What follows belongs to an exercise in optimizing a design on an open flow for small area, a short achievable clock period and few clock cycles per item; a production flow would make more cautious choices.
The RTL was checked by simulation tests, not by an equivalence proof against the original design.
Power is estimated from default activity; no workload was simulated.

==> flow/design.v <==
package branch_detect_pkg;
  localparam int slot_num = 16;
  localparam int slot_w   = 4;
  localparam int data_w   = 32;
  localparam int dep_w    = 4;
  localparam int reg_w    = 5;
  localparam int inst_w   = 32;
  localparam logic [dep_w-1:0] dep_none = '1;
  typedef enum logic [2:0] {
    op_alu,
    op_load,
    op_store,
    op_bjp,
    op_nop
  } op_e;
  typedef enum logic [1:0] {
    cond_eq,
    cond_ne,
    cond_lt,
    cond_ge
  } cond_e;
  typedef struct packed {
    op_e               opcode;
    cond_e             cond;
    logic [dep_w-1:0]  dep_l;
    logic [dep_w-1:0]  dep_r;
    logic [reg_w-1:0]  rs1;
    logic [reg_w-1:0]  rs2;
    logic signed [8:0] offset;
  } inst_t;
  typedef logic [slot_w-1:0] slot_t;
  function automatic slot_t first_set(input logic [slot_num-1:0] mask);
    first_set = '0;
    for (int i = slot_num - 1; i >= 0; i--) begin
      if (mask[i]) begin
        first_set = slot_t'(i);
      end
    end
  endfunction
endpackage
`timescale 1ns/1ns
module branch_detect_top (
  input  logic                 w_BranchFifoFire_1,
  input  logic                 rstn,
  input  logic                 i_pkt_valid,
  input  logic [511:0]         i_pkt_inst,
  input  logic [31:0]          i_pkt_pc,
  output logic                 o_pkt_ready,
  output logic                 o_grf_req,
  output logic [4:0]           o_grf_rs1,
  output logic [4:0]           o_grf_rs2,
  input  logic                 i_grf_valid,
  input  logic [31:0]          i_grf_l,
  input  logic [31:0]          i_grf_r,
  output logic                 o_byp_req,
  output logic [3:0]           o_byp_dep_l,
  output logic [3:0]           o_byp_dep_r,
  input  logic                 i_byp_valid,
  input  logic [31:0]          i_byp_l,
  input  logic [31:0]          i_byp_r,
  output logic                 o_issue_valid,
  output logic [511:0]         o_issue_inst,
  output logic [15:0]          o_issue_mask,
  output logic                 o_redirect_valid,
  output logic [31:0]          o_redirect_pc,
  input  logic                 i_issue_ready
);
  function automatic logic [19:0] prio_sel(input logic [15:0] v, input logic [319:0] f);
    logic [15:0]  va;
    logic [319:0] fa;
    va = v;
    fa = f;
    for (int w = 1; w < 16; w = w * 2) begin
      for (int k = 0; k < 16; k = k + 2 * w) begin
        fa[20*k +: 20] = va[k] ? fa[20*k +: 20] : fa[20*(k+w) +: 20];
        va[k]          = va[k] | va[k+w];
      end
    end
    prio_sel = fa[19:0];
  endfunction
  function automatic logic [10:0] add10(input logic [9:0] a, input logic [9:0] b, input logic cin);
    logic [9:0] g, p, gg, pp, gn, pn;
    logic [10:0] c;
    g = a & b;
    p = a | b;
    gg = g;
    pp = p;
    for (int w = 1; w < 10; w = w * 2) begin
      gn = gg;
      pn = pp;
      for (int i = w; i < 10; i++) begin
        gn[i] = gg[i] | (pp[i] & gg[i-w]);
        pn[i] = pp[i] & pp[i-w];
      end
      gg = gn;
      pp = pn;
    end
    c[0] = cin;
    for (int i = 0; i < 10; i++) c[i+1] = gg[i] | (pp[i] & cin);
    for (int i = 0; i < 10; i++) add10[i] = a[i] ^ b[i] ^ c[i];
    add10[10] = c[10];
  endfunction
  function automatic logic [39:0] incdec20(input logic [19:0] a);
    logic [19:0] t1, t0, n1, n0;
    t1 = a;
    t0 = ~a;
    for (int w = 1; w < 20; w = w * 2) begin
      n1 = t1;
      n0 = t0;
      for (int i = w; i < 20; i++) begin
        n1[i] = t1[i] & t1[i-w];
        n0[i] = t0[i] & t0[i-w];
      end
      t1 = n1;
      t0 = n0;
    end
    incdec20[0]  = !a[0];
    incdec20[20] = !a[0];
    for (int i = 1; i < 20; i++) begin
      incdec20[i]    = a[i] ^ t1[i-1];
      incdec20[20+i] = a[i] ^ t0[i-1];
    end
  endfunction
  logic [511:0] pkt_q;
  logic [31:0]  pc_q;
  logic         busy_q;      
  logic [15:0]  cur_oh_q;    
  logic [15:0]  lo_th_q;     
  logic         req_q;       
  logic         gp_q, bp_q;  
  logic         sl_q, sr_q;  
  logic [1:0]   cond_q;
  logic [31:0]  h_q;         
  logic         rv_q, tk_q;  
  logic         tail_q;      
  logic [9:0]   s_q;         
  logic [29:0]  tgt_q;       
  logic         ov_q;
  logic [15:0]  omask_q;
  logic         ored_q;
  logic         last_q;      
  logic [15:0] br_in, br_q;
  always_comb begin
    for (int i = 0; i < 16; i++) begin
      br_in[i] = (i_pkt_inst[32*i+29 +: 3] == 3'd3);
      br_q[i]  = (pkt_q[32*i+29 +: 3] == 3'd3);
    end
  end
  logic [15:0] first_oh;
  logic        any_in;
  always_comb begin
    for (int i = 0; i < 16; i++) first_oh[i] = br_in[i] && !(|(br_in & ((16'd1 << i) - 16'd1)));
  end
  assign any_in = |br_in;
  logic [15:0] above, rem, nxt_oh, nxt_oh_q;
  always_comb begin
    for (int i = 0; i < 16; i++) above[i] = |(cur_oh_q & ((16'd1 << i) - 16'd1));
    rem = br_q & above;
    for (int i = 0; i < 16; i++) nxt_oh[i] = rem[i] && !(|(rem & ((16'd1 << i) - 16'd1)));
  end
  logic has_nxt;
  assign has_nxt = |nxt_oh_q;
  logic [31:0] ci;
  logic [3:0]  cur_bin;
  always_comb begin
    ci      = '0;
    cur_bin = '0;
    for (int i = 0; i < 16; i++) begin
      if (cur_oh_q[i]) ci = ci | pkt_q[32*i +: 32];
      if (cur_oh_q[i]) cur_bin = cur_bin | 4'(i);
    end
  end
  logic [319:0] fs_in, fs_q;
  always_comb begin
    for (int i = 0; i < 16; i++) begin
      fs_in[20*i +: 20] = {(i_pkt_inst[32*i+23 +: 4] == 4'hf) || (i_pkt_inst[32*i+19 +: 4] == 4'hf),
                           (i_pkt_inst[32*i+23 +: 4] != 4'hf) || (i_pkt_inst[32*i+19 +: 4] != 4'hf),
                           i_pkt_inst[32*i+9 +: 18]};
      fs_q[20*i +: 20]  = {(pkt_q[32*i+23 +: 4] == 4'hf) || (pkt_q[32*i+19 +: 4] == 4'hf),
                           (pkt_q[32*i+23 +: 4] != 4'hf) || (pkt_q[32*i+19 +: 4] != 4'hf),
                           pkt_q[32*i+9 +: 18]};
    end
  end
  logic [19:0] fi, fn;
  assign fi = prio_sel(br_in, fs_in);
  always_comb begin
    fn = '0;
    for (int i = 0; i < 16; i++) if (nxt_oh_q[i]) fn = fn | fs_q[20*i +: 20];
  end
  logic [17:0] f_d;
  logic between;
  assign between = !busy_q || (ov_q && last_q);
  assign f_d = between ? fi[17:0] : fn[17:0];
  logic [17:0] f_q;
  logic        greq_q, breq_q;
  assign o_grf_req   = greq_q;
  assign o_grf_rs1   = f_q[9:5];
  assign o_grf_rs2   = f_q[4:0];
  assign o_byp_req   = breq_q;
  assign o_byp_dep_l = f_q[17:14];
  assign o_byp_dep_r = f_q[13:10];
  logic gv, bv;
  assign gv = i_grf_valid;
  assign bv = i_byp_valid;
  logic [31:0] opl, opr, h_in;
  logic lg_q, lb_q, rg_q, rb_q;    
  assign opl  = ({32{lg_q}} & i_grf_l) | ({32{lb_q}} & i_byp_l) | ({32{!(lg_q || lb_q)}} & h_q);
  assign opr  = ({32{rg_q}} & i_grf_r) | ({32{rb_q}} & i_byp_r) | ({32{!(rg_q || rb_q)}} & h_q);
  assign h_in = gv ? (sl_q ? i_grf_l : i_grf_r) : (sl_q ? i_byp_r : i_byp_l);
  logic [31:0] ca, cb;
  assign ca = {~opl[31], opl[30:0]};
  assign cb = {~opr[31], opr[30:0]};
  logic [31:0] l0, e0;
  logic [15:0] l1, e1;
  logic [7:0]  l2, e2;
  logic [3:0]  l3, e3;
  logic [1:0]  l4, e4;
  always_comb begin
    for (int i = 0; i < 32; i++) begin
      l0[i] = !ca[i] && cb[i];
      e0[i] = !(l0[i] || (ca[i] && !cb[i]));
    end
    for (int i = 0; i < 16; i++) begin
      l1[i] = l0[2*i+1] || (e0[2*i+1] && l0[2*i]);
      e1[i] = e0[2*i+1] && e0[2*i];
    end
    for (int i = 0; i < 8; i++) begin
      l2[i] = l1[2*i+1] || (e1[2*i+1] && l1[2*i]);
      e2[i] = e1[2*i+1] && e1[2*i];
    end
    for (int i = 0; i < 4; i++) begin
      l3[i] = l2[2*i+1] || (e2[2*i+1] && l2[2*i]);
      e3[i] = e2[2*i+1] && e2[2*i];
    end
    for (int i = 0; i < 2; i++) begin
      l4[i] = l3[2*i+1] || (e3[2*i+1] && l3[2*i]);
      e4[i] = e3[2*i+1] && e3[2*i];
    end
  end
  logic eq, lt, taken_now;
  assign lt = l4[1] || (e4[1] && l4[0]);
  assign eq = e4[1] && e4[0];
  logic late;
  assign late      = cond_q[1] ? lt : eq;
  assign taken_now = cond_q[0] ^ late;
  logic waiting, allin;
  assign waiting = gp_q || bp_q;
  assign allin   = waiting && (!gp_q || gv) && (!bp_q || bv);
  logic accept, xfer, out_free;
  assign o_pkt_ready = !busy_q || (ov_q && last_q && i_issue_ready);
  assign accept      = i_pkt_valid && o_pkt_ready;
  assign xfer        = ov_q && i_issue_ready;
  assign out_free    = !ov_q || i_issue_ready;
  logic do_res, do_tail, t;
  assign do_res  = out_free && (allin || (!waiting && rv_q));
  assign do_tail = out_free && tail_q && !req_q && !waiting && !rv_q;
  assign t       = allin ? taken_now : tk_q;
  function automatic logic tsel(input logic x1, input logic x0);
    logic a1, a0;
    a1 = allin ? (cond_q[0] ? x0 : x1) : (tk_q ? x1 : x0);
    a0 = allin ? (cond_q[0] ? x1 : x0) : (tk_q ? x1 : x0);
    tsel = late ? a1 : a0;
  endfunction
  logic ng_f, nb_f;
  assign ng_f = between ? fi[19] : fn[19];
  assign nb_f = between ? fi[18] : fn[18];
  logic req1, req0, greq1, greq0, breq1, breq0, tail1, tail0, last1, last0, ored1, ored0;
  always_comb begin
    if (accept) begin
      req1  = any_in;          req0  = any_in;
      greq1 = any_in && ng_f;  greq0 = any_in && ng_f;
      breq1 = any_in && nb_f;  breq0 = any_in && nb_f;
      tail1 = 1'b0;            tail0 = 1'b0;
      last1 = 1'b1;            last0 = 1'b1;
      ored1 = 1'b0;            ored0 = 1'b0;
    end else if (do_res) begin
      req1  = 1'b0;            req0  = has_nxt;
      greq1 = 1'b0;            greq0 = has_nxt && ng_f;
      breq1 = 1'b0;            breq0 = has_nxt && nb_f;
      tail1 = 1'b0;            tail0 = !has_nxt && !cur_oh_q[15];
      last1 = 1'b1;            last0 = !has_nxt && cur_oh_q[15];
      ored1 = 1'b1;            ored0 = 1'b0;
    end else begin
      req1  = 1'b0;            req0  = 1'b0;
      greq1 = 1'b0;            greq0 = 1'b0;
      breq1 = 1'b0;            breq0 = 1'b0;
      tail1 = tail_q && !do_tail;
      tail0 = tail1;
      last1 = last_q || do_tail;
      last0 = last1;
      ored1 = ored_q && !do_tail;
      ored0 = ored1;
    end
  end
  logic gp_n, bp_n, sl_n, sr_n;
  always_comb begin
    sl_n = req_q ? (f_q[17:14] == 4'hf) : sl_q;
    sr_n = req_q ? (f_q[13:10] == 4'hf) : sr_q;
    if (accept) begin
      gp_n = 1'b0;
      bp_n = 1'b0;
    end else if (req_q) begin
      gp_n = greq_q;
      bp_n = breq_q;
    end else begin
      gp_n = gp_q && !gv;
      bp_n = bp_q && !bv;
    end
  end
  always_ff @(posedge w_BranchFifoFire_1 or negedge rstn) begin
    if (!rstn) begin
      busy_q <= 1'b0;
      req_q  <= 1'b0;
      greq_q <= 1'b0;
      breq_q <= 1'b0;
      gp_q   <= 1'b0;
      bp_q   <= 1'b0;
      rv_q   <= 1'b0;
      tail_q <= 1'b0;
      ov_q   <= 1'b0;
    end else begin
      req_q  <= tsel(req1, req0);
      greq_q <= tsel(greq1, greq0);
      breq_q <= tsel(breq1, breq0);
      tail_q <= tsel(tail1, tail0);
      if (req_q) begin
        gp_q <= greq_q;
        bp_q <= breq_q;
      end
      if (xfer) begin
        ov_q <= 1'b0;
        if (last_q) busy_q <= 1'b0;
      end
      if (accept) begin
        busy_q <= 1'b1;
        rv_q   <= 1'b0;
        gp_q   <= 1'b0;
        bp_q   <= 1'b0;
        ov_q   <= !any_in;
      end else begin
        if (waiting) begin
          if (gv) gp_q <= 1'b0;
          if (bv) bp_q <= 1'b0;
          if (allin && !out_free) rv_q <= 1'b1;
        end
        if (do_res) begin
          rv_q <= 1'b0;
          ov_q <= 1'b1;
        end
        if (do_tail) ov_q <= 1'b1;
      end
    end
  end
  always_ff @(posedge w_BranchFifoFire_1) begin
    nxt_oh_q <= nxt_oh;
    last_q <= tsel(last1, last0);
    ored_q <= tsel(ored1, ored0);
    if (accept) begin
      pkt_q    <= i_pkt_inst;
      pc_q     <= i_pkt_pc;
      lo_th_q  <= 16'hffff;
      cur_oh_q <= first_oh;
      omask_q  <= 16'hffff;
    end else if (do_res) begin
      omask_q  <= lo_th_q & ~above;
      lo_th_q  <= above;
      cur_oh_q <= nxt_oh_q;
    end else if (do_tail) begin
      omask_q <= lo_th_q;
    end
    if (between || do_res) f_q <= f_d;
    sl_q <= sl_n;
    sr_q <= sr_n;
    lg_q <= sl_n && gp_n;
    lb_q <= !sl_n && bp_n;
    rg_q <= sr_n && gp_n;
    rb_q <= !sr_n && bp_n;
    if (req_q) cond_q <= ci[28:27];
    if (waiting && allin && !out_free) tk_q <= taken_now;
    if (gv || bv) h_q <= h_in;
    s_q   <= s_d;
    if (!(ov_q && ored_q)) tgt_q <= tgt_d;
  end
  logic [9:0]  s_d;
  logic [10:0] lo_sum;
  logic [39:0] pc_id;
  logic [29:0] tgt_d;
  assign s_d    = add10({6'd0, cur_bin}, {ci[8], ci[8:0]}, 1'b0);
  assign lo_sum = add10(pc_q[11:2], s_q, 1'b0);
  assign pc_id  = incdec20(pc_q[31:12]);
  assign tgt_d[9:0]   = lo_sum[9:0];
  assign tgt_d[29:10] = (lo_sum[10] == s_q[9]) ? pc_q[31:12] : (lo_sum[10] ? pc_id[19:0] : pc_id[39:20]);
  assign o_issue_valid    = ov_q;
  assign o_issue_mask     = omask_q;
  assign o_redirect_valid = ored_q;
  assign o_redirect_pc    = {tgt_q, pc_q[1:0]};
  always_comb begin
    for (int i = 0; i < 16; i++) o_issue_inst[32*i +: 32] = omask_q[i] ? pkt_q[32*i +: 32] : 32'd0;
  end
endmodule
==> flow/flow/run.sh <==
#!/bin/bash
set -euo pipefail
cd "$(dirname "${BASH_SOURCE[0]}")/.."
export BUFFER_PORTS_ARGS="-buffer_cell sky130_fd_sc_hd__buf_1"
export CTS_ARGS="-sink_clustering_enable -repair_clock_nets -dont_use_dummy_load -buf_list sky130_fd_sc_hd__clkbuf_8 -sink_clustering_size 12 -sink_clustering_max_diameter 60"
bash standard.sh > standard_flow.log 2>&1
==> flow/standard.sh <==
#!/bin/bash
# synth_recipe.tcl (not shown) runs the flow's synth.tcl, then flattens the netlist and writes it again
# the make line also repeats each setting of config.mk as NAME=value (left out here)
make -C /OpenROAD-flow-scripts/flow DESIGN_CONFIG=/design/flow/config.mk WORK_HOME=/design/flow/orfs CLKGATE_MAP_FILE= SYNTH_SCRIPT=/design/flow/synth_recipe.tcl "${@:-finish}"
==> flow/config.mk <==
export PLATFORM = sky130hd
export DESIGN_NAME = branch_detect_top
export DESIGN_NICKNAME = branch_detect_top
export VERILOG_FILES = /design/flow/design.v
export SDC_FILE = /design/flow/constraint.sdc
export NUM_CORES = 4
export LEC_CHECK = 0
export CAP_MARGIN = 20
export CORE_AREA = 10 10 450 450
export DIE_AREA = 0 0 460 460
export SETUP_SLACK_MARGIN = 2.0
export SLEW_MARGIN = 20
==> flow/constraint.sdc <==
create_clock -name core_clock -period 5.5 [get_ports {w_BranchFifoFire_1}]
set_input_delay 1.1000 -clock core_clock [delete_from_list [all_inputs] [get_ports {w_BranchFifoFire_1}]]
set_output_delay 1.1000 -clock core_clock [all_outputs]
set_load 0.01 [all_outputs]
==> flow_summary.yaml, run 1 <==
floorplanning:
  initial_core_util: 0.185
  die_w_um: 460
  die_h_um: 460
  dieArea_um2: 212000
  io_pins: 1261
  core_um2: 193000
  row_count: 161
final_layout:
  num-nets-final: 5061
  drive_above_1_share: 0.0859
  area_growth_pct: 28.9
  postLayoutCellArea_um2: 46000
synthesis:
  synth_edf_count: 643
  synth_fp_nets: 3751
  syn_area_per_cell_um2: 11.8
  synthTopCellsByArea: "edfxtp_1 54%, and2_1 9.1%, a22oi_1 3.7%"
  netlist_area_um2: 35600
  yosys_warnings: 1
  async_flop_share: 0.0126
  synth.distinct_cells: 79
  yosysSeqAreaShare: 0.585
  synth_top_area_cell: "edfxtp_1"
  synth-seq-cells: 717
  ys.flop_type: "edfxtp_1"
  syn-instance-count: 3013
  synth_top_cell_area_share: 0.542
cts:
  cts_buffer_depth: 3
  cts_buffers: 97
  cts.sinks: 717
  cts_root_buf: "clkbuf_8"
  clk_pin_slew_worst_paths_ns: 0.08
  cts_tree: "yes"
  clk_latency_ns: 0.89
  ctsHoldBuffers: 0
  htree_levels: 3
placed_design:
  post-dp-hpwl_um: 231000
  gp_congestion: 1.01
  postPlaceCellArea_um2: 43700
  port_buffers: 1260
sta:
  clock_skew_ns: 0.130
  hold_viol: 0
  drv_slew: 0
  fin_crit_sh: 0.621
  slew_headroom: 0.0876
  setup_viol: 0
  rsz0062_at_grt: "no"
  tightest_slew_ns: 1.37
  setup_tns_ns: 0
  fmax_ghz: 0.293
  fin_crit_ns: 3.41
global_route:
  grt_overflow: 0
  grt_pass1_vias: 35300
  antenna_found_initial: 95
  grt_pass1_wl_um: 362000
  grt_max_degree: 95
  grt_usage: 0.257
worst_setup_path:
  cp.required_ns: 4.40
  startpoint_type: "flip-flop"
  cp_data_arrival_time_ns: 2.31
  cp_max_fo: 26
  path_class: "reg -> out"
  cp-end-kind: "primary output"
pwr:
  power.leakage_nw: 15.0
  p_per_area_nw_per_um2: 479
  ir_worst_vdd_mv: 0.220
hold_path:
  hold_class: "in -> async"
detailed_routing:
  firstDrtPassIters: 8
  totalWireLength_um: 288000
  routed_via_density: 5.15
  ant_nets: 0
  drc_errors: 0
  post_drt_wl_per_cell_um: 41.8
  initialDrtViolationCount: 4788
  num_vias: 35500
outcome:
  status: "complete, no violations"
job:
  maxCapViolations: 0
[flip-flops by register name, summed over array words and instances (netlist names), 2 cells and up]
register  cells
pkt_q       512
cur_oh_q     16
tgt_q        30
f_q          18
s_q          10
h_q          32
nxt_oh_q     15
cond_q        2
omask_q      16
pc_q         32
lo_th_q      16
[layout make-up]
cell class	instances	area [um2]
Antenna cell	43	108
Tap cell	2526	3160
Multi-Input combinational cell	2049	14000
Fill cell	20900	147000
Clock buffer	97	1340
Inverter	46	180
Sequential cell	717	20900
Timing Repair Buffer	1412	6300
[critical path: stages, from the launching register on]
cell and delay, ns:
dfxtp_2 0.58, buf_8 0.28, and2_1 0.17, buf_1 0.43
[layer usage]
metal	share of wire	track usage	vias up
met5	0.0011	0	-
met1	0.33	0.265	17900
met4	0.064	0.138	48
li1	-	-	14200
met3	0.11	0.0871	598
met2	0.50	0.459	2777
[per-stage QoR]
stage | total power, mW | worst slack (ns) | instances | hold slack, ns | utilization
after floorplan | 11.8 | 2.02 | 3013 | 0.422 | -
final | 22.0 | 2.09 | 6890 | 0.375 | 0.239
after CTS | 22.1 | 2.01 | 6837 | 0.288 | 0.237
after detailed placement | 17.9 | 1.18 | 6711 | 0.432 | 0.227
after global routing | 22.7 | 2.00 | 6859 | 0.338 | 0.238
after global placement | 17.9 | 1.27 | 6709 | 0.429 | 0.227
[kinds of logic (layout without fill, tap and decap cells)]
kind of cell / count (synthesis) / after routing / synth area share
muxes: 75 / 75 / 0.0324
other: 0 / 43 / 0
adders and majority gates: 60 / 60 / 0.0215
and+or+nand+nor: 1186 / 1186 / 0.185
AOI/OAI and AO/OA: 693 / 693 / 0.142
buffers and inverters: 247 / 1555 / 0.0266
DFF: 717 / 717 / 0.585
xor gates and xnor gates: 35 / 35 / 0.00860
[power by group]
group,internal (mW),switching (mW)
clock network,1.54,2.15
registers,7.20,1.35
logic,2.78,6.98
total,11.5,10.5
[synth_stat cells, drive strengths merged, types with 6 or more instances]
library cell,instances
nand2,219
ha,58
mux4,32
dfxtp,65
a31oi,37
edfxtp,643
a221oi,61
nor2,119
nand3,68
o31ai,7
clkbuf,179
o211ai,6
o41ai,6
o21ai,88
nor4,20
a21oi,95
xnor2,24
a22oi,176
a22o,68
buf,22
mux2i,41
nor3,59
a221o,11
nand3b,15
xor2,11
inv,46
or4,10
and3b,8
dfrtp,9
nor2b,6
nand2b,12
nand4,95
and3,11
a222oi,37
a211oi,53
and2,520
[final timing paths]
check | from | endpoint | slack, ns | cells after the start
setup / recovery | omask_q[15] | o_issue_inst[497] | 2.09 | 3
hold / removal | rstn | busy_q | 0.38 | 1
setup reg to reg | lg_q | breq_q | 2.11 | 12
hold reg to reg | lo_th_q[7] | omask_q[7] | 0.46 | 2
max in group asynchronous | rstn | gp_q | 4.40 | 1
min in group core_clock | i_pkt_pc[23] | pc_q[23] | 0.39 | 1
[placed cells by master (no fill, tap or decap), types with 43 or more instances in the layout]
| cell | Yosys | layout |
|---|---|---|
| buf_1 | 13 | 1238 |
| edfxtp_1 | 643 | 643 |
| and2_1 | 520 | 520 |
| nand2_1 | 219 | 216 |
| a22oi_1 | 176 | 176 |
| nor2_1 | 119 | 112 |
| buf_4 | 2 | 111 |
| clkbuf_8 | 0 | 98 |
| nand4_1 | 95 | 95 |
| a21oi_1 | 95 | 94 |
| o21ai_0 | 86 | 86 |
| a22o_1 | 68 | 68 |
| nand3_1 | 67 | 67 |
| a221oi_1 | 61 | 59 |
| ha_1 | 58 | 58 |
| nor3_1 | 56 | 53 |
| a211oi_1 | 53 | 52 |
| dfxtp_1 | 65 | 46 |
| inv_1 | 46 | 45 |
| diode_2 | 0 | 43 |
[what timing repair did]
action                     4_1_cts  5_1_grt
setup buffers                   29        7
resized for setup               59       17
pin swaps                        2        6
gates cloned                     0        3
setup endpoints to repair      331       15
Testbench counts, summed over its fixed seeds: cycles 24,708, packets 2,400.
==> inputs of run 2 (changes only) <==
--- a/flow/config.mk
+++ b/flow/config.mk
@@ -9,4 +9,4 @@
 export CORE_AREA = 10 10 450 450
 export DIE_AREA = 0 0 460 460
-export SETUP_SLACK_MARGIN = 2.0
+export SETUP_SLACK_MARGIN = 2.4
 export SLEW_MARGIN = 20
==> run 2 against run 1 <==
Still clean. Area after synthesis did not move. Sequential power fell by 3.7%. Clock power barely moved. Clock-buffer cell count fell by 1. Critical path type is now in -> reg.
==> flow_summary.yaml, run 2 <==
worst_setup_path:
  cp.required_ns: 6.25
  cp-end-kind: "flip-flop"
  startpoint_type: "input port"
  cp_max_fo: 23
  path_class: "in -> reg"
  cp_data_arrival_time_ns: 3.85
cts:
  cts_root_buf: "clkbuf_8"
  cts.sinks: 717
  ctsHoldBuffers: 0
  htree_levels: 3
  cts_buffers: 96
  clk_pin_slew_worst_paths_ns: 0.08
  clk_latency_ns: 0.89
  cts_tree: "yes"
  cts_buffer_depth: 3
pwr:
  ir_worst_vdd_mv: 0.236
  clkPwrFrac: 0.148
  combPwrFrac: 0.524
  p_int_mw: 13.6
  seqPwrFrac: 0.328
  switchingPower_mw: 11.5
  power.leakage_nw: 17.6
  p_per_area_nw_per_um2: 501
  sw_frac_of_total: 0.458
final_layout:
  final_cell_mix: "947 x buf_1, 643 x edfxtp_1, 401 x and2_1, 213 x nand2_1, 187 x buf_4"
  top_register: "pkt_q"
  top_regs: "pkt_q x512, h_q x32, pc_q x32"
  area_growth_pct: 40.1
  num-nets-final: 5217
  largest_reg_flops: 512
  drive_above_1_share: 0.221
  fillCellCount: 20600
  postLayoutCellArea_um2: 49900
  layout_commonest_cell: "buf_1"
  fin_cells: 7038
sta:
  drv_slew: 0
  fin_crit_ns: 3.10
  clock_skew_ns: 0.122
  tightest_slew_ns: 1.36
  fmax_ghz: 0.322
  slew_headroom: 0.0954
  setup_ws_ns: 2.40
  hold_viol: 0
  setup_viol: 0
  fin_crit_sh: 0.564
  rsz0062_at_grt: "yes"
  setup_tns_ns: 0
detailed_routing:
  initialDrtViolationCount: 5434
  ant_nets: 0
  num_vias: 36600
  totalWireLength_um: 303000
  drc_errors: 0
  post_drt_wl_per_cell_um: 43.0
  firstDrtPassIters: 8
  routed_via_density: 5.19
global_route:
  grt_max_degree: 133
  antenna_found_initial: 73
  grt_usage: 0.271
  grt_pass1_wl_um: 379000
  grt_overflow: 0
  grt_pass1_vias: 36200
floorplanning:
  dieArea_um2: 212000
  die_w_um: 460
  io_pins: 1261
  initial_core_util: 0.185
  die_h_um: 460
  row_count: 161
  core_um2: 193000
synthesis:
  syn-instance-count: 3013
  yosys_warnings: 1
  synthTopCellsByArea: "edfxtp_1 54%, and2_1 9.1%, a22oi_1 3.7%"
  synth.distinct_cells: 79
  netlist_area_um2: 35600
  netlist_top_cells_count: "643 x edfxtp_1, 520 x and2_1, 219 x nand2_1"
  synth-seq-cells: 717
  synth_top_cell_area_share: 0.542
  synth_edf_count: 643
  synth_fp_nets: 3751
  synth_top_area_cell: "edfxtp_1"
  ys.flop_type: "edfxtp_1"
  synth_most_common_cell: "edfxtp_1"
  async_flop_share: 0.0126
  syn_area_per_cell_um2: 11.8
  yosysSeqAreaShare: 0.585
placed_design:
  port_buffers: 1260
  post-dp-hpwl_um: 230000
  postPlaceCellArea_um2: 43900
  preCtsSetupSlack_ns: 0.934
  place_inst: 6726
  gp_congestion: 0.963
job:
  maxCapViolations: 0
hold_path:
  hold_class: "in -> async"
outcome:
  status: "complete, no violations"
[run 2: cell counts after synthesis]
No cell type changed its count.
[run 2: critical path, stage by stage]
cell,delay (ns)
buf_1,0.13
nand3b_1,0.16
buf_6,0.23
nand4_1,0.22
buf_4,0.29
or4_1,0.56
buf_4,0.28
nor3_4,0.27
a41oi_2,0.27
nand3_1,0.22
o41ai_4,0.10
[run 2: per-layer routing]
layer / vias to the layer above / GRT usage / wire length [um]
li1: 14500 / - / -
met1: 18300 / 0.291 / 102000
met2: 3031 / 0.485 / 151000
met3: 679 / 0.0785 / 30600
met4: 30 / 0.136 / 19500
met5: - / 0 / 202
[run 2: timing repair]
action / in CTS / in global routing
pin swaps: 31 / 26
buffers inserted: 140 / 16
setup endpoints to repair: 576 / 153
cloned: 24 / 1
gates resized for setup: 662 / 179
[run 2: layout make-up]
cell class              instances  area, um2  area share
inverters                      46        189     0.00378
repair buffers               1569       9680       0.194
well taps                    2526       3160      0.0633
diodes                         35       87.6     0.00175
flip-flops and latches        717      20900       0.419
multi-input cells            2049      14600       0.292
clock buffers                  96       1320      0.0265
[run 2: kinds of logic after synthesis]
family | after synthesis | synth area share
xor gates and xnor gates | 35 | 0.00860
and+or+nand+nor | 1186 | 0.185
adders and majority gates | 60 | 0.0215
muxes | 75 | 0.0324
buffers and inverters | 247 | 0.0266
AOI/OAI and AO/OA | 693 | 0.142
DFF | 717 | 0.585
[run 2: final timing paths]
path,start,to,slack [ns],depth (start not counted)
max in group asynchronous,rstn,gp_q,4.33,1
setup / recovery,i_pkt_inst[31],greq_q,2.40,11
hold reg to reg,lo_th_q[0],lo_th_q[0],0.45,2
hold / removal,rstn,busy_q,0.39,1
setup reg to reg,pc_q[2],tgt_q[25],2.44,11
min in group core_clock,i_pkt_inst[195],pkt_q[195],0.39,1
[run 2: metrics by stage]
stage                     hold WS [ns]  power [mW]   util
after CTS                        0.265        24.8  0.255
final                            0.391        25.0  0.259
after global placement           0.429        17.8  0.228
after global routing             0.302        25.8  0.259
after floorplan                  0.422        11.8      -
after detailed placement         0.439        17.9  0.228
[run 2: power groups by stage]
stage	sequential [mW]	clock, mW	combinational [mW]
floorplan	7.77	0	4.04
global placement	9.08	0	8.77
detailed placement	9.05	0	8.80
CTS	8.20	3.80	12.8
global route	8.25	3.98	13.6
finish	8.22	3.70	13.1
==> inputs of run 3 (changes only) <==
--- a/flow/config.mk
+++ b/flow/config.mk
@@ -9,4 +9,4 @@
 export CORE_AREA = 10 10 450 450
 export DIE_AREA = 0 0 460 460
-export SETUP_SLACK_MARGIN = 2.4
+export SETUP_SLACK_MARGIN = 2.3
 export SLEW_MARGIN = 20
==> run 3 against run 2 <==
Register-to-register slack got worse by 0.14 ns. Cell count fell by 0.81%. Combinational power fell by 16%. Die area did not move. First-iteration DRC count fell by 3.6%. Non-clock buffer count fell by 70. Sequential power rose by 1%. Sequential share of layout area rose by 2.1 points. Critical endpoint is now f_q[8]. Still clean on timing, DRC and antenna. Routed wire length fell by 1.9%. Synthesized cell count did not move. Utilization fell by 1.3 points. Critical path type unchanged. Maximum frequency fell by 4.9%.
==> flow_summary.yaml, run 3 <==
outcome:
  status: "complete, no violations"
sta:
  fmax_ghz: 0.307
  hold_viol: 0
  worst_hold_slack_ns: 0.362
  setup_tns_ns: 0
  drv_slew: 0
  fin_crit_sh: 0.593
  setup_viol: 0
  tightest_slew_ns: 1.09
  fin_crit_ns: 3.26
  clock_skew_ns: 0.130
  slew_headroom: 0.273
  rsz0062_at_grt: "yes"
synthesis:
  netlist_top_cells_count: "643 x edfxtp_1, 520 x and2_1, 219 x nand2_1"
  synth_top_cell_area_share: 0.542
  yosys_warnings: 1
  netlist_area_um2: 35600
  yosysSeqAreaShare: 0.585
  synth_most_common_cell: "edfxtp_1"
  synth_top_area_cell: "edfxtp_1"
  synth-seq-cells: 717
  syn_area_per_cell_um2: 11.8
  syn-instance-count: 3013
  synthTopCellsByArea: "edfxtp_1 54%, and2_1 9.1%, a22oi_1 3.7%"
  synth_fp_nets: 3751
  synth_edf_count: 643
  ys.flop_type: "edfxtp_1"
  synth.distinct_cells: 79
  async_flop_share: 0.0126
worst_setup_path:
  cp_max_fo: 23
  cp_data_arrival_time_ns: 3.90
  startpoint: "i_pkt_inst[191]"
  startpoint_type: "input port"
  cp-end-kind: "flip-flop"
  cp.required_ns: 6.14
  path_class: "in -> reg"
  r2r-start: "lg_q"
pwr:
  switchingPower_mw: 10.9
  seqPwrFrac: 0.361
  combPwrFrac: 0.477
  ir_worst_vdd_mv: 0.219
  power.total_mw: 23.1
  clkPwrFrac: 0.162
  p_int_mw: 12.2
  p_per_area_nw_per_um2: 486
  sw_frac_of_total: 0.471
  power.leakage_nw: 16.0
floorplanning:
  io_pins: 1261
  dieArea_um2: 212000
  initial_core_util: 0.185
  core_um2: 193000
  row_count: 161
  die_w_um: 460
  die_h_um: 460
detailed_routing:
  routed_via_density: 5.14
  post_drt_wl_per_cell_um: 42.5
  ant_nets: 0
  firstDrtPassIters: 6
  initialDrtViolationCount: 5239
  drc_errors: 0
  totalWireLength_um: 297000
  num_vias: 35900
cts:
  cts_buffers: 98
  cts_tree: "yes"
  htree_levels: 3
  cts_buffer_depth: 3
  ctsHoldBuffers: 0
  cts.sinks: 717
  clk_pin_slew_worst_paths_ns: 0.10
  clk_latency_ns: 0.91
  cts_root_buf: "clkbuf_8"
placed_design:
  gp_congestion: 0.991
  place_inst: 6718
  port_buffers: 1260
  post-dp-hpwl_um: 233000
global_route:
  antenna_found_initial: 88
  grt_pass1_wl_um: 371000
  grt_pass1_vias: 35700
  grt_overflow: 0
  grt_usage: 0.266
  grt_max_degree: 122
final_layout:
  area_growth_pct: 33.3
  num-nets-final: 5149
  final_util: 0.247
  fin_cells: 6981
  largest_reg_flops: 512
  final_cell_mix: "1158 x buf_1, 643 x edfxtp_1, 512 x and2_1, 214 x nand2_1, 175 x a22oi_1"
  top_register: "pkt_q"
  layout_commonest_cell: "buf_1"
  top_regs: "pkt_q x512, h_q x32, pc_q x32"
  fillCellCount: 20800
  drive_above_1_share: 0.133
hold_path:
  min_from: "i_pkt_inst[104]"
  hold_class: "in -> reg"
job:
  maxCapViolations: 0
-- run 3: cell counts after synthesis --
No cell type changed its count.
-- run 3: cells by family (layout without fill, tap and decap cells) --
| group | Yosys count | count (layout) | share of synthesized area |
|---|---|---|---|
| other | 0 | 46 | 0 |
| adders and majority gates | 60 | 60 | 0.0215 |
| AOI/OAI and AO/OA | 693 | 693 | 0.142 |
| buffers and inverters | 247 | 1643 | 0.0266 |
| DFF | 717 | 717 | 0.585 |
| xor gates and xnor gates | 35 | 35 | 0.00860 |
| muxes | 75 | 75 | 0.0324 |
| and+or+nand+nor | 1186 | 1186 | 0.185 |
-- run 3: per-layer routing --
metal	part of all wire	wire length, um	GRT usage
met5	0.0011	315	0
met4	0.070	20700	0.155
met3	0.099	29400	0.0791
met2	0.50	147000	0.469
met1	0.33	99300	0.279
-- run 3: power groups by stage --
stage / Clock, mW / Combinational (mW) / Sequential [mW]
2_1_floorplan: 0 / 4.04 / 7.77
3_3_place_gp: 0 / 8.73 / 9.16
3_5_place_dp: 0 / 8.76 / 9.14
4_1_cts: 3.81 / 11.0 / 8.34
5_1_grt: 3.98 / 11.5 / 8.38
6_report: 3.74 / 11.0 / 8.34
-- run 3: timing repair --
item / CTS / global route
setup endpoints to repair: 544 / 33
pin swaps: 23 / 28
buffers inserted: 101 / 8
gates resized for setup: 210 / 47
hold endpoints to repair: 0 / 0
cloned: 10 / 0
-- run 3: worst max-delay path, stage by stage --
cell and delay (ns):
buf_1 0.10, nand3b_1 0.28, nand2b_1 0.10, buf_4 0.25
or4_1 0.86, buf_4 0.38, a31oi_1 0.62, a21oi_1 0.17
-- run 3: worst paths after layout --
| path | slack [ns] | cells past startpoint | endpoint |
|---|---|---|---|
| worst max-delay path | 2.24 | 8 | f_q[8] |
| worst min register to register | 0.41 | 2 | omask_q[14] |
| min in group asynchronous | 0.37 | 1 | busy_q |
| worst max register to register | 2.30 | 14 | last_q |
| worst min-delay path | 0.36 | 1 | pkt_q[104] |
| max in group asynchronous | 4.36 | 1 | bp_q |
-- run 3: layout make-up --
| class | count | area, um2 | share of cell area |
|---|---|---|---|
| inverters | 46 | 189 | 0.00398 |
| diodes | 46 | 115 | 0.00242 |
| clock buffers | 98 | 1350 | 0.0284 |
| repair buffers | 1499 | 7550 | 0.159 |
| flip-flops and latches | 717 | 20900 | 0.440 |
| well taps | 2526 | 3160 | 0.0665 |
| multi-input cells | 2049 | 14200 | 0.300 |
-- run 3: stage by stage --
step	setup slack, ns	cell area [um2]
5_1_grt	2.10	47400
3_3_place_gp	1.23	43800
6_report	2.24	47500
3_5_place_dp	1.21	43800
4_1_cts	2.22	47100
2_1_floorplan	2.28	35700
==> inputs of run 4 (changes only) <==
--- a/flow/config.mk
+++ b/flow/config.mk
@@ -9,4 +9,5 @@
 export CORE_AREA = 10 10 450 450
 export DIE_AREA = 0 0 460 460
-export SETUP_SLACK_MARGIN = 2.3
+export PLACE_DENSITY = 0.7
+export SETUP_SLACK_MARGIN = 2.2
 export SLEW_MARGIN = 20
==> run 4 against run 3 <==
Worst setup slack improved by 0.013 ns. Routed wire length fell by 0.36%. Die area did not move. Sequential share of layout area rose by 0.96 points. Clock-buffer cell count rose by 3. Clock skew rose by 0.014 ns. First-iteration DRC count rose by 3.1%. Synthesized cell count did not move. Hold slack got worse by 0.021 ns. Largest power group unchanged.
==> flow_summary.yaml, run 4 <==
floorplanning:
  initial_core_util: 0.185
  dieArea_um2: 212000
  die_h_um: 460
  row_count: 161
  io_pins: 1261
  core_um2: 193000
  die_w_um: 460
placed_design:
  port_buffers: 1260
  gp_congestion: 0.985
  place_inst: 6716
  preCtsSetupSlack_ns: 1.22
  post-dp-hpwl_um: 239000
sta:
  tightest_slew_ns: 1.02
  drv_slew: 0
  setup_viol: 0
  setup_tns_ns: 0
  fin_crit_ns: 3.25
  rsz0062_at_grt: "no"
  setup_ws_ns: 2.25
  slew_headroom: 0.323
  clock_skew_ns: 0.144
  fmax_ghz: 0.308
  hold_viol: 0
  fin_crit_sh: 0.591
detailed_routing:
  firstDrtPassIters: 7
  drc_errors: 0
  ant_nets: 0
  post_drt_wl_per_cell_um: 42.6
  num_vias: 36200
  routed_via_density: 5.22
  initialDrtViolationCount: 5400
  totalWireLength_um: 296000
worst_setup_path:
  cp.required_ns: 6.17
  path_class: "reg -> reg"
  cp_data_arrival_time_ns: 3.92
  cp-end-kind: "flip-flop"
  crit_chain: "ha_1, inv_1, fa_1, o21ba_2, or4_4, and3_2, nor4_4, buf_6, and4_1, a41oi_1, xnor2_1"
  cp_top_family: "simple AND/OR/NAND/NOR gates"
  slowest_stage: "or4_4"
  startpoint_type: "flip-flop"
  path_buf_inv: 2
  slowest_delay_ns: 0.44
  cp_max_fo: 8
synthesis:
  netlist_area_um2: 35600
  syn-instance-count: 3013
  async_flop_share: 0.0126
  synth_most_common_cell: "edfxtp_1"
  syn_area_per_cell_um2: 11.8
  yosysSeqAreaShare: 0.585
  synth-seq-cells: 717
  synth_fp_nets: 3751
  synth_edf_count: 643
  yosys_warnings: 1
  synthTopCellsByArea: "edfxtp_1 54%, and2_1 9.1%, a22oi_1 3.7%"
  ys.flop_type: "edfxtp_1"
  synth_top_cell_area_share: 0.542
  synth.distinct_cells: 79
  netlist_top_cells_count: "643 x edfxtp_1, 520 x and2_1, 219 x nand2_1"
  synth_top_area_cell: "edfxtp_1"
final_layout:
  num-nets-final: 5096
  largest_reg_flops: 512
  layout_commonest_cell: "buf_1"
  fin_cells: 6943
  top_regs: "pkt_q x512, h_q x32, pc_q x32"
  final_cell_mix: "1225 x buf_1, 643 x edfxtp_1, 519 x and2_1, 214 x nand2_1, 175 x a22oi_1"
  final_util: 0.241
  area_growth_pct: 30.4
  fillCellCount: 20900
  drive_above_1_share: 0.101
  top_register: "pkt_q"
cts:
  htree_levels: 3
  cts_tree: "yes"
  cts_buffers: 101
  cts.sinks: 717
  clk_pin_slew_worst_paths_ns: 0.09
  cts_root_buf: "clkbuf_8"
  ctsHoldBuffers: 0
  clk_latency_ns: 0.87
  cts_buffer_depth: 3
global_route:
  antenna_found_initial: 122
  grt_max_degree: 150
  grt_overflow: 0
  grt_pass1_vias: 35900
  grt_usage: 0.264
  grt_pass1_wl_um: 371000
job:
  maxCapViolations: 0
pwr:
  power.total_mw: 22.3
  p_per_area_nw_per_um2: 480
  ir_worst_vdd_mv: 0.268
  power.leakage_nw: 15.2
outcome:
  status: "complete, no violations"
hold_path:
  hold_class: "in -> async"
run 4: changes by cell type in the layout (fill, tap and decap cells not counted), moves of 11 or more:
cell     change
buf_1       +67
buf_12      -15
buf_16      -11
buf_2       -69
buf_4       -22
diode_2     +15
run 4: worst paths after layout:
check                                   from    endpoint  slack, ns  cells past startpoint
worst max register to register       pc_q[2]   tgt_q[29]       2.25                     11
max in group asynchronous               rstn      breq_q       4.67                      1
min in group core_clock         i_pkt_pc[26]    pc_q[26]       0.39                      1
worst min register to register    lo_th_q[7]  omask_q[7]       0.45                      2
worst max-delay path                 pc_q[2]   tgt_q[29]       2.25                     11
worst min-delay path                    rstn      tail_q       0.34                      1
run 4: logic make-up after synthesis:
group / Yosys count / synth area share
AOI/OAI and AO/OA: 693 / 0.142
xor gates and xnor gates: 35 / 0.00860
adders and majority gates: 60 / 0.0215
buffers and inverters: 247 / 0.0266
DFF: 717 / 0.585
muxes: 75 / 0.0324
and+or+nand+nor: 1186 / 0.185
run 4: through the flow:
step	instance area (um2)	hold WS [ns]
after CTS	46100	0.224
after global placement	43800	0.429
after global routing	46400	0.312
after detailed placement	43800	0.442
after floorplan	35700	0.422
final	46500	0.342
run 4: area by class of cell:
| type | instances | area (um2) | area share |
|---|---|---|---|
| Antenna cell | 61 | 153 | 0.00328 |
| Clock buffer | 101 | 1390 | 0.0299 |
| Inverter | 46 | 189 | 0.00406 |
| Multi-Input combinational cell | 2051 | 14100 | 0.304 |
| Sequential cell | 717 | 20900 | 0.450 |
| Tap cell | 2526 | 3160 | 0.0680 |
| Timing Repair Buffer | 1441 | 6580 | 0.142 |
run 4: repair_timing:
item                                    CTS  global route
resized for setup                        84            35
hold endpoints to repair                  0             0
gates cloned                              4             0
pin swaps                                 6             8
buffers inserted                         49            12
endpoints found under the setup margin  496            28
run 4: worst reg2reg max path: cells and delay by family (launching register included):
kind                     cells  cell delay [ns]
AND/OR/NAND/NOR              4             1.05
adder cells (fa/ha/maj)      2             0.60
flip-flops                   1             0.41
AO/OA/AOI/OAI                2             0.39
XOR/XNOR                     1             0.34
buffers and inverters        2             0.24
run 4: layer usage:
layer  vias up  wire length [um]  GRT usage  share of wire
li1      14300                 -          -              -
met1     18100             97900      0.276           0.33
met2      3102            145000      0.461           0.49
met3       691             31900     0.0881           0.11
met4        58             20900      0.154          0.071
met5         -               381          0         0.0013
run 4: where the power goes:
| group | leakage, nW | internal (mW) | switching, mW |
|---|---|---|---|
| registers | 6.63 | 7.20 | 1.23 |
| clock network | 0.727 | 1.60 | 2.16 |
| logic | 7.87 | 2.93 | 7.19 |
| total | 15.2 | 11.7 | 10.6 |
==> inputs of run 5 (changes only) <==
--- a/flow/config.mk
+++ b/flow/config.mk
@@ -9,5 +9,5 @@
 export CORE_AREA = 10 10 450 450
 export DIE_AREA = 0 0 460 460
-export PLACE_DENSITY = 0.7
+export PLACE_DENSITY = 0.8
 export SETUP_SLACK_MARGIN = 2.2
 export SLEW_MARGIN = 20
==> run 5 against run 4 <==
Still clean on timing, DRC and antenna. Synthesized cell count stayed put. Combinational power about the same. Critical path depth fell by 3. Register-to-register slack about the same. Sequential power increased by 2.5%. Area after synthesis is the same. Worst setup slack worse by 0.20 ns. First-iteration DRC count shrank 7.6%. Maximum frequency shrank 5.9%. Routed wire length is 2.3% higher. Clock-buffer cell count shrank 4. Largest cell class unchanged.
==> flow_summary.yaml, run 5 <==
detailed_routing:
  firstDrtPassIters: 7
  initialDrtViolationCount: 4989
  ant_nets: 0
  num_vias: 36200
  routed_via_density: 5.20
  totalWireLength_um: 303000
  drc_errors: 0
  post_drt_wl_per_cell_um: 43.6
cts:
  cts_root_buf: "clkbuf_8"
  cts_tree: "yes"
  htree_levels: 3
  ctsHoldBuffers: 0
  cts_buffer_depth: 3
  cts.sinks: 717
  clk_pin_slew_worst_paths_ns: 0.09
  cts_buffers: 97
  clk_latency_ns: 0.87
pwr:
  clkPwrFrac: 0.164
  ir_worst_vdd_mv: 0.228
  sw_frac_of_total: 0.476
  switchingPower_mw: 10.7
  combPwrFrac: 0.451
  power.leakage_nw: 15.3
  p_int_mw: 11.8
  seqPwrFrac: 0.385
  power.total_mw: 22.5
  p_per_area_nw_per_um2: 483
sta:
  setup_viol: 0
  tightest_slew_ns: 1.08
  fin_crit_ns: 3.45
  hold_viol: 0
  rsz0062_at_grt: "yes"
  slew_headroom: 0.279
  clock_skew_ns: 0.131
  fin_crit_sh: 0.627
  worst_hold_slack_ns: 0.262
  setup_ws_ns: 2.05
  fmax_ghz: 0.290
  drv_slew: 0
  setup_tns_ns: 0
global_route:
  grt_pass1_wl_um: 379000
  grt_max_degree: 133
  grt_usage: 0.271
  antenna_found_initial: 112
  grt_overflow: 0
  grt_pass1_vias: 35800
placed_design:
  postPlaceCellArea_um2: 43800
  port_buffers: 1260
  post-dp-hpwl_um: 248000
  preCtsSetupSlack_ns: 1.31
  place_inst: 6718
  gp_congestion: 1.02
final_layout:
  num-nets-final: 5096
  fin_cells: 6949
  top_regs: "pkt_q x512, h_q x32, pc_q x32"
  area_growth_pct: 30.4
  layout_commonest_cell: "buf_1"
  postLayoutCellArea_um2: 46500
  top_register: "pkt_q"
  final_util: 0.241
  largest_reg_flops: 512
  drive_above_1_share: 0.101
  final_cell_mix: "1212 x buf_1, 643 x edfxtp_1, 518 x and2_1, 215 x nand2_1, 176 x a22oi_1"
synthesis:
  ys.flop_type: "edfxtp_1"
  netlist_area_um2: 35600
  synth.distinct_cells: 79
  syn-instance-count: 3013
  synth-seq-cells: 717
  async_flop_share: 0.0126
  synthTopCellsByArea: "edfxtp_1 54%, and2_1 9.1%, a22oi_1 3.7%"
  netlist_top_cells_count: "643 x edfxtp_1, 520 x and2_1, 219 x nand2_1"
  synth_edf_count: 643
  yosysSeqAreaShare: 0.585
  yosys_warnings: 1
  syn_area_per_cell_um2: 11.8
  synth_fp_nets: 3751
  synth_most_common_cell: "edfxtp_1"
  synth_top_area_cell: "edfxtp_1"
  synth_top_cell_area_share: 0.542
worst_setup_path:
  cp_data_arrival_time_ns: 3.96
  cp_top_family: "simple AND/OR/NAND/NOR gates"
  r2r-start: "pc_q[2]"
  cp.required_ns: 6.01
  slowest_delay_ns: 0.82
  path_class: "in -> reg"
  cp_max_fo: 23
  path_common_cell: "buf_4"
  crit_chain: "buf_1, nand3b_1, buf_4, nand4_1, or4_1, buf_4, a31oi_1, a21oi_1"
  startpoint: "i_pkt_inst[127]"
  cp-end-kind: "flip-flop"
  path_buf_inv: 3
  startpoint_type: "input port"
  slowest_stage: "a31oi_1"
floorplanning:
  io_pins: 1261
  row_count: 161
  die_h_um: 460
  core_um2: 193000
  dieArea_um2: 212000
  initial_core_util: 0.185
  die_w_um: 460
job:
  maxCapViolations: 0
outcome:
  status: "complete, no violations"
hold_path:
  hold_class: "in -> async"
[run 5: layout make-up]
cell class,count,area (um2)
Clock buffer,97,1340
Fill cell,20900,146000
Sequential cell,717,20900
Multi-Input combinational cell,2049,14000
Antenna cell,67,168
Inverter,46,189
Timing Repair Buffer,1447,6720
Tap cell,2526,3160
[run 5: path summary, 6_finish.rpt]
kind / end / slack [ns] / cells past startpoint
max: f_q[0] / 2.05 / 8
min in group core_clock: pkt_q[347] / 0.39 / 1
min: greq_q / 0.26 / 1
min reg2reg: omask_q[8] / 0.42 / 2
max reg2reg: tgt_q[29] / 2.25 / 11
max in group asynchronous: bp_q / 4.64 / 1
[run 5: cell families after synthesis]
kind of cell | share of synthesized area
muxes | 0.0324
AOI/OAI and AO/OA | 0.142
DFF | 0.585
and+or+nand+nor | 0.185
buffers and inverters | 0.0266
adders and majority gates | 0.0215
xor gates and xnor gates | 0.00860
[run 5: repair_timing]
item,CTS,global route
setup endpoints to repair,496,21
resized for setup,87,16
pin swaps,7,5
buffers inserted,59,8
[run 5: metal layers]
metal,up-vias,track usage,part of all wire
met5,-,0,0.00088
li1,14300,-,-
met2,3042,0.476,0.49
met1,18100,0.280,0.33
met4,40,0.153,0.067
met3,693,0.0962,0.11
[run 5: worst reg2reg max path, stage by stage, from the launching register on]
cell      delay (ns)
edfxtp_1        0.42
ha_1            0.20
inv_1           0.06
fa_1            0.40
o21ba_2         0.23
or4_1           0.47
and3_1          0.26
nor4_4          0.19
buf_4           0.18
and4_1          0.19
a41oi_1         0.14
xnor2_1         0.35
[run 5: power by group through the flow]
stage                     registers [mW]  clock network [mW]  logic, mW
after CTS                           8.64                3.77       10.1
after floorplan                     7.77                   0       4.03
after global routing                8.64                3.95       10.6
after detailed placement            9.31                   0       8.61
after global placement              9.31                   0       8.60
final                               8.64                3.69       10.1

-- port drivers added, routing unchanged --
The results above use ideal ports. As a check the final layouts listed here were re-extracted and re-timed, cells and wires unchanged.
Step 1 sets driving cells, clkbuf_16 on the clock port and buf_2 on the other inputs (assumed; they add their load-dependent delay and slew).
Step 2 moves the port delays by t, midway between the first and last clock arrival at a register: inputs arrive t later, outputs are due t later. That takes back most of the time a late clock gives input paths.
a / b / c = ideal ports / drivers / drivers and shift; a / b = the first two.
run | t, ns | slack for setup (ns) | worst register clock-pin slew, ns
run 1 | 0.910 | 2.085 / 1.998 / 1.215 | 0.09 / 0.09
run 2 | 0.914 | 2.397 / 2.348 / 1.520 | 0.09 / 0.09
run 3 | 0.929 | 2.239 / 2.258 / 1.365 | 0.10 / 0.10
run 4 | 0.886 | 2.251 / 2.219 / 1.515 | 0.09 / 0.09
run 5 | 0.896 | 2.049 / 2.096 / 1.200 | 0.09 / 0.09
After both steps every run listed still meets setup and hold. For run 2, which loses most, drivers alone change the setup slack by -0.049 ns; drivers and shift together by -0.877 ns.
